This design comes from an exercise in tuning for small area on the open sky130 flow, not from production work.
In this exercise RTL edits were held to simulation tests only and were not proved equivalent to the original.
No driver is modelled on the clock port, so clock power and skew are understated where the tree is cut down; a real chip needs a root buffer or a tree.
Power figures rest on the tool's default switching activity, not on a simulated workload.

Setup of run 1:
Design arm_fire_controller_core, start of the top module:
module arm_fire_controller_core #(
    parameter int PHASE_BITS = afc_pkg::PHASE_BITS_DEF,
    parameter int LEVEL_BITS = afc_pkg::LEVEL_BITS_DEF
) (
    input  wire logic                            i_clk,
    input  wire logic                            i_rst_n,
    input  wire logic                            i_cfg_valid,
    output logic                                 o_cfg_ready,
    input  wire logic [afc_pkg::CFG_IDX_W-1:0]   i_cfg_index,
    input  wire logic [afc_pkg::CFG_DATA_W-1:0]  i_cfg_data,
    input  wire logic                            i_s_tvalid,
    output logic                                 o_s_tready,
    input  wire logic [afc_pkg::IN_DATA_W-1:0]   i_s_tdata,
    output logic                                 o_m_tvalid,
    input  wire logic                            i_m_tready,
    output logic [afc_pkg::OUT_DATA_W-1:0]       o_m_tdata,
    output logic                                 o_m_tlast
);
    logic [15:0] r_startup_ms;
    logic [15:0] r_firing_ms;
    logic [15:0] r_debounce_ms;
    logic [9:0]  r_blink_ms;
    logic [12:0] r_phase_step;
    logic [4:0]  cfg_we;
    logic [15:0] cfg_d0, cfg_d1;
    assign cfg_d0 = i_cfg_data & {16{i_rst_n}};      
    assign cfg_d1 = i_cfg_data | {16{!i_rst_n}};     
    always_comb begin
  ...
export LEC_CHECK = 0
export ABC_AREA = 1
export CAP_MARGIN = 0
export CORE_MARGIN = 2
export CORE_UTILIZATION = 60
export SLEW_MARGIN = 0
export BUFFER_PORTS_ARGS = -buffer_cell sky130_fd_sc_hd__buf_1
export CTS_ARGS = -sink_clustering_enable -repair_clock_nets -root_buf sky130_fd_sc_hd__clkbuf_16 -buf_list sky130_fd_sc_hd__clkbuf_4 -dont_use_dummy_load
export POST_CTS_TCL = /design/flow/flow/post_cts.tcl
create_clock -name core_clock -period 20.0 [get_ports {i_clk}]
standard.sh (not shown) runs the stock make flow with config.mk's settings and CLKGATE_MAP_FILE= SYNTH_SCRIPT=/design/flow/synth_recipe.tcl, a recipe that flattens the netlist after the stock synthesis.
==> flow/flow/run.sh <==
#!/bin/bash
# Own flow: the standard flow (standard.sh, unchanged synthesis) with
#  - buf_1 as the port buffer,
#  - a clock tree of clkbuf_4 leaves under a clkbuf_16 root, no dummy loads,
#  - after CTS, leaves that drive more than 9 sinks upsized to clkbuf_8
#    (flow/post_cts.tcl) to keep flip-flop clock slew low.
# All tool output: standard.log here, and ORFS's own logs under orfs/logs.
set -euo pipefail
cp standard.sh standard.sh.txt
cat >> config.mk <<EOT
export BUFFER_PORTS_ARGS = -buffer_cell sky130_fd_sc_hd__buf_1
export CTS_ARGS = -sink_clustering_enable -repair_clock_nets -root_buf sky130_fd_sc_hd__clkbuf_16 -buf_list sky130_fd_sc_hd__clkbuf_4 -dont_use_dummy_load
export POST_CTS_TCL = $PWD/flow/post_cts.tcl
EOT
bash standard.sh > standard.log 2>&1
==> flow/flow/post_cts.tcl <==
# Upsize clock leaf buffers with a large fanout, then legalize again.
set big [[ord::get_db] findMaster sky130_fd_sc_hd__clkbuf_8]
set n 0
foreach inst [[ord::get_db_block] getInsts] {
  if {[[$inst getMaster] getName] ne "sky130_fd_sc_hd__clkbuf_4"} { continue }
  set fo 0
  foreach it [$inst getITerms] {
    if {[$it isOutputSignal] && [$it getNet] ne "NULL"} {
      set fo [expr {[llength [[$it getNet] getITerms]] - 1}]
    }
  }
  if {$fo > 9} {
    $inst swapMaster $big
    incr n
  }
}
puts "post_cts: upsized $n clock leaf buffers to clkbuf_8"
if {$n > 0} {
  detailed_placement
  check_placement -verbose
  estimate_parasitics -placement
}
Run 1 did not stop at any stage, and its layout met the timing, DRC and antenna checks.
## Diff of input files: run 2 against run 1
- GPL_TIMING_DRIVEN now 0, previously not set
--- outcome ---
Compared to run 1, run 2 has wire length 1.1 mm higher. Run 2 against run 1; cell area is up by a few percent. Against run 1, detailed route wirelength on metal2 in run 2 rose by a little under 10%.
#### Input delta (run 3 over run 2)
- a change of CTS_ARGS from -sink_clustering_enable -repair_clock_nets -root_buf sky130_fd_sc_hd__clkbuf_16 -buf_list sky130_fd_sc_hd__clkbuf_4 -dont_use_dummy_load to -sink_clustering_enable -repair_clock_nets -root_buf sky130_fd_sc_hd__clkbuf_8 -buf_list sky130_fd_sc_hd__clkbuf_4 -dont_use_dummy_load
- a deleted GPL_TIMING_DRIVEN that had been 0
- a change of SLEW_MARGIN from 0 to 20
- a change of CAP_MARGIN from 0 to 20
-- flow/flow/run.sh --
<<< run 2, line 6
#    (flow/post_cts.tcl) to keep flip-flop clock slew low.
>>> run 3, line 6
#    (flow/post_cts.tcl) to keep flip-flop clock slew low; logic cells
#    that synthesis upsized go back to their smallest size there.
<<< run 2, line 12
export CTS_ARGS = -sink_clustering_enable -repair_clock_nets -root_buf sky130_fd_sc_hd__clkbuf_16 -buf_list sky130_fd_sc_hd__clkbuf_4 -dont_use_dummy_load
>>> run 3, line 13
export CTS_ARGS = -sink_clustering_enable -repair_clock_nets -root_buf sky130_fd_sc_hd__clkbuf_8 -buf_list sky130_fd_sc_hd__clkbuf_4 -dont_use_dummy_load
-- flow/flow/post_cts.tcl --
<<< run 2, line 1
# Upsize clock leaf buffers with a large fanout, then legalize again.
set big [[ord::get_db] findMaster sky130_fd_sc_hd__clkbuf_8]
>>> run 3, line 1
# 1. Upsize clock leaf buffers with a large fanout.
# 2. Swap logic cells that synthesis upsized back to their smallest size
#    (the design has many ns of slack), then let repair_design fix any
#    slew or capacitance limit this breaks, and legalize again.
set db [ord::get_db]
set big [$db findMaster sky130_fd_sc_hd__clkbuf_8]
<<< run 2, line 18
if {$n > 0} {
  detailed_placement
  check_placement -verbose
  estimate_parasitics -placement
>>> run 3, line 22
set d 0
foreach inst [[ord::get_db_block] getInsts] {
  set m [[$inst getMaster] getName]
  if {![regexp {^sky130_fd_sc_hd__([a-z0-9]+)_([0-9]+)$} $m -> base sz]} { continue }
  if {[regexp {^(clk|buf|dly|df|edf|sdf|dl|conb|tap|fill|decap|lpflow|probe)} $base]} { continue }
  if {$sz <= 1} { continue }
  foreach small [list sky130_fd_sc_hd__${base}_1 sky130_fd_sc_hd__${base}_0] {
    set sm [$db findMaster $small]
    if {$sm ne "NULL"} {
      $inst swapMaster $sm
      incr d
      break
    }
  }
<<< run 2, line 23
>>> run 3, line 37
puts "post_cts: downsized $d logic cells"
# buffers that placement added for slew or capacitance: smallest size, and
# repair_design below sizes back up what still needs it
set b 0
set buf1 [$db findMaster sky130_fd_sc_hd__buf_1]
foreach inst [[ord::get_db_block] getInsts] {
  if {[regexp {^sky130_fd_sc_hd__buf_([0-9]+)$} [[$inst getMaster] getName] -> sz] && $sz > 1} {
    $inst swapMaster $buf1
    incr b
  }
}
puts "post_cts: downsized $b buffers"
estimate_parasitics -placement
repair_design -slew_margin $::env(SLEW_MARGIN) -cap_margin $::env(CAP_MARGIN)
detailed_placement
check_placement -verbose
estimate_parasitics -placement
## What came out
| highest cell delay on the worst timing path | higher: run 3 |. Worst setup slack: run 3 < run 2. Count of input and output buffers was higher in run 3 than in run 2. Run 3 has met2 wirelength from detailed routing below what run 2 had. Of run 2 and run 3, the lower sequential fraction of total cell area belongs to run 2.
### run 3 -> run 4
-- flow/flow/run.sh --
<<< run 3, line 5
#  - after CTS, leaves that drive more than 9 sinks upsized to clkbuf_8
>>> run 4, line 5
#  - after CTS, pairs of nearby leaves merged and leaves that drive more
#    than 9 sinks upsized to clkbuf_8
-- flow/flow/post_cts.tcl --
<<< run 3, line 1
# 1. Upsize clock leaf buffers with a large fanout.
# 2. Swap logic cells that synthesis upsized back to their smallest size
#    (the design has many ns of slack), then let repair_design fix any
#    slew or capacitance limit this breaks, and legalize again.
>>> run 4, line 1
# 1. Merge pairs of nearby clock leaf buffers (CTS makes 16 leaves of about
#    9 sinks) into one leaf each, then size every leaf by its fanout.
<<< run 3, line 6
set big [$db findMaster sky130_fd_sc_hd__clkbuf_8]
>>> run 4, line 4
set block [ord::get_db_block]
set cb4 [$db findMaster sky130_fd_sc_hd__clkbuf_4]
set cb8 [$db findMaster sky130_fd_sc_hd__clkbuf_8]
proc out_net {inst} {
  foreach it [$inst getITerms] {
    if {[$it isOutputSignal]} { return [$it getNet] }
  }
  return "NULL"
}
proc fanout {inst} {
  set n [out_net $inst]
  if {$n eq "NULL"} { return 0 }
  return [expr {[llength [$n getITerms]] - 1}]
}
set leaves {}
foreach inst [$block getInsts] {
  if {[[$inst getMaster] getName] eq "sky130_fd_sc_hd__clkbuf_4"} { lappend leaves $inst }
}
set merged 0
set used [dict create]
foreach a $leaves {
  if {[dict exists $used $a]} { continue }
  set best ""
  set bestd 1e18
  lassign [$a getLocation] ax ay
  foreach b $leaves {
    if {$b eq $a || [dict exists $used $b]} { continue }
    if {[fanout $a] + [fanout $b] > 18} { continue }
    lassign [$b getLocation] bx by
    set dd [expr {abs($ax - $bx) + abs($ay - $by)}]
    if {$dd < $bestd} { set bestd $dd; set best $b }
  }
  if {$best eq "" || $bestd > 60000} { continue }
  dict set used $a 1
  dict set used $best 1
  set na [out_net $a]
  set nb [out_net $best]
  foreach it [$nb getITerms] {
    if {[$it getInst] eq $best} { continue }
    $it disconnect
    $it connect $na
  }
  foreach it [$best getITerms] { $it disconnect }
  odb::dbInst_destroy $best
  odb::dbNet_destroy $nb
  incr merged
}
puts "post_cts: merged $merged pairs of clock leaf buffers"
<<< run 3, line 8
foreach inst [[ord::get_db_block] getInsts] {
>>> run 4, line 53
foreach inst [$block getInsts] {
<<< run 3, line 10
  set fo 0
  foreach it [$inst getITerms] {
    if {[$it isOutputSignal] && [$it getNet] ne "NULL"} {
      set fo [expr {[llength [[$it getNet] getITerms]] - 1}]
    }
  }
  if {$fo > 9} {
    $inst swapMaster $big
>>> run 4, line 55
  if {[fanout $inst] > 9} {
    $inst swapMaster $cb8
Findings:
- Run 4: full flow OK, the timing, DRC and antenna checks passed
- Compared with run 3, run 4 ends up with a smaller final cell area.
- Relative to run 3, leakage power figure decreased by 0.61% in run 4.
- Summary of run 4 over run 3: wire length did not really move; number of clock buffers in the layout went down; post-synthesis simple-gate area fraction did not really move.

-- what the ideal ports hide --
No port has a modelled driver above. Below, the same layouts with a new extraction and two added sets of constraints. Step 1 sets driving cells, clkbuf_16 on the clock port and buf_2 on the other inputs (assumed; they add their load-dependent delay and slew). Step 2 times the ports against the registers' clock, not the clock port: input delays grow and output delays shrink by t, the midpoint of the rising clock arrivals with the driver on. Slacks: ideal ports / drivers / drivers and shift; pairs: ideal ports / drivers.
run | shift t [ns] | setup WS [ns] | worst setup path after step 2 | latest minus earliest clock arrival (ns)
run 1 | 0.405 | 12.222 / 12.222 / 12.222 | register to register | 0.027 / 0.027
run 2 | 0.398 | 12.830 / 12.830 / 12.830 | register to register | 0.027 / 0.028
run 3 | 0.464 | 11.948 / 11.948 / 11.948 | register to register | 0.024 / 0.025
run 4 | 0.435 | 11.896 / 11.896 / 11.896 | register to register | 0.031 / 0.031
After both steps setup and hold are still met in every run listed.
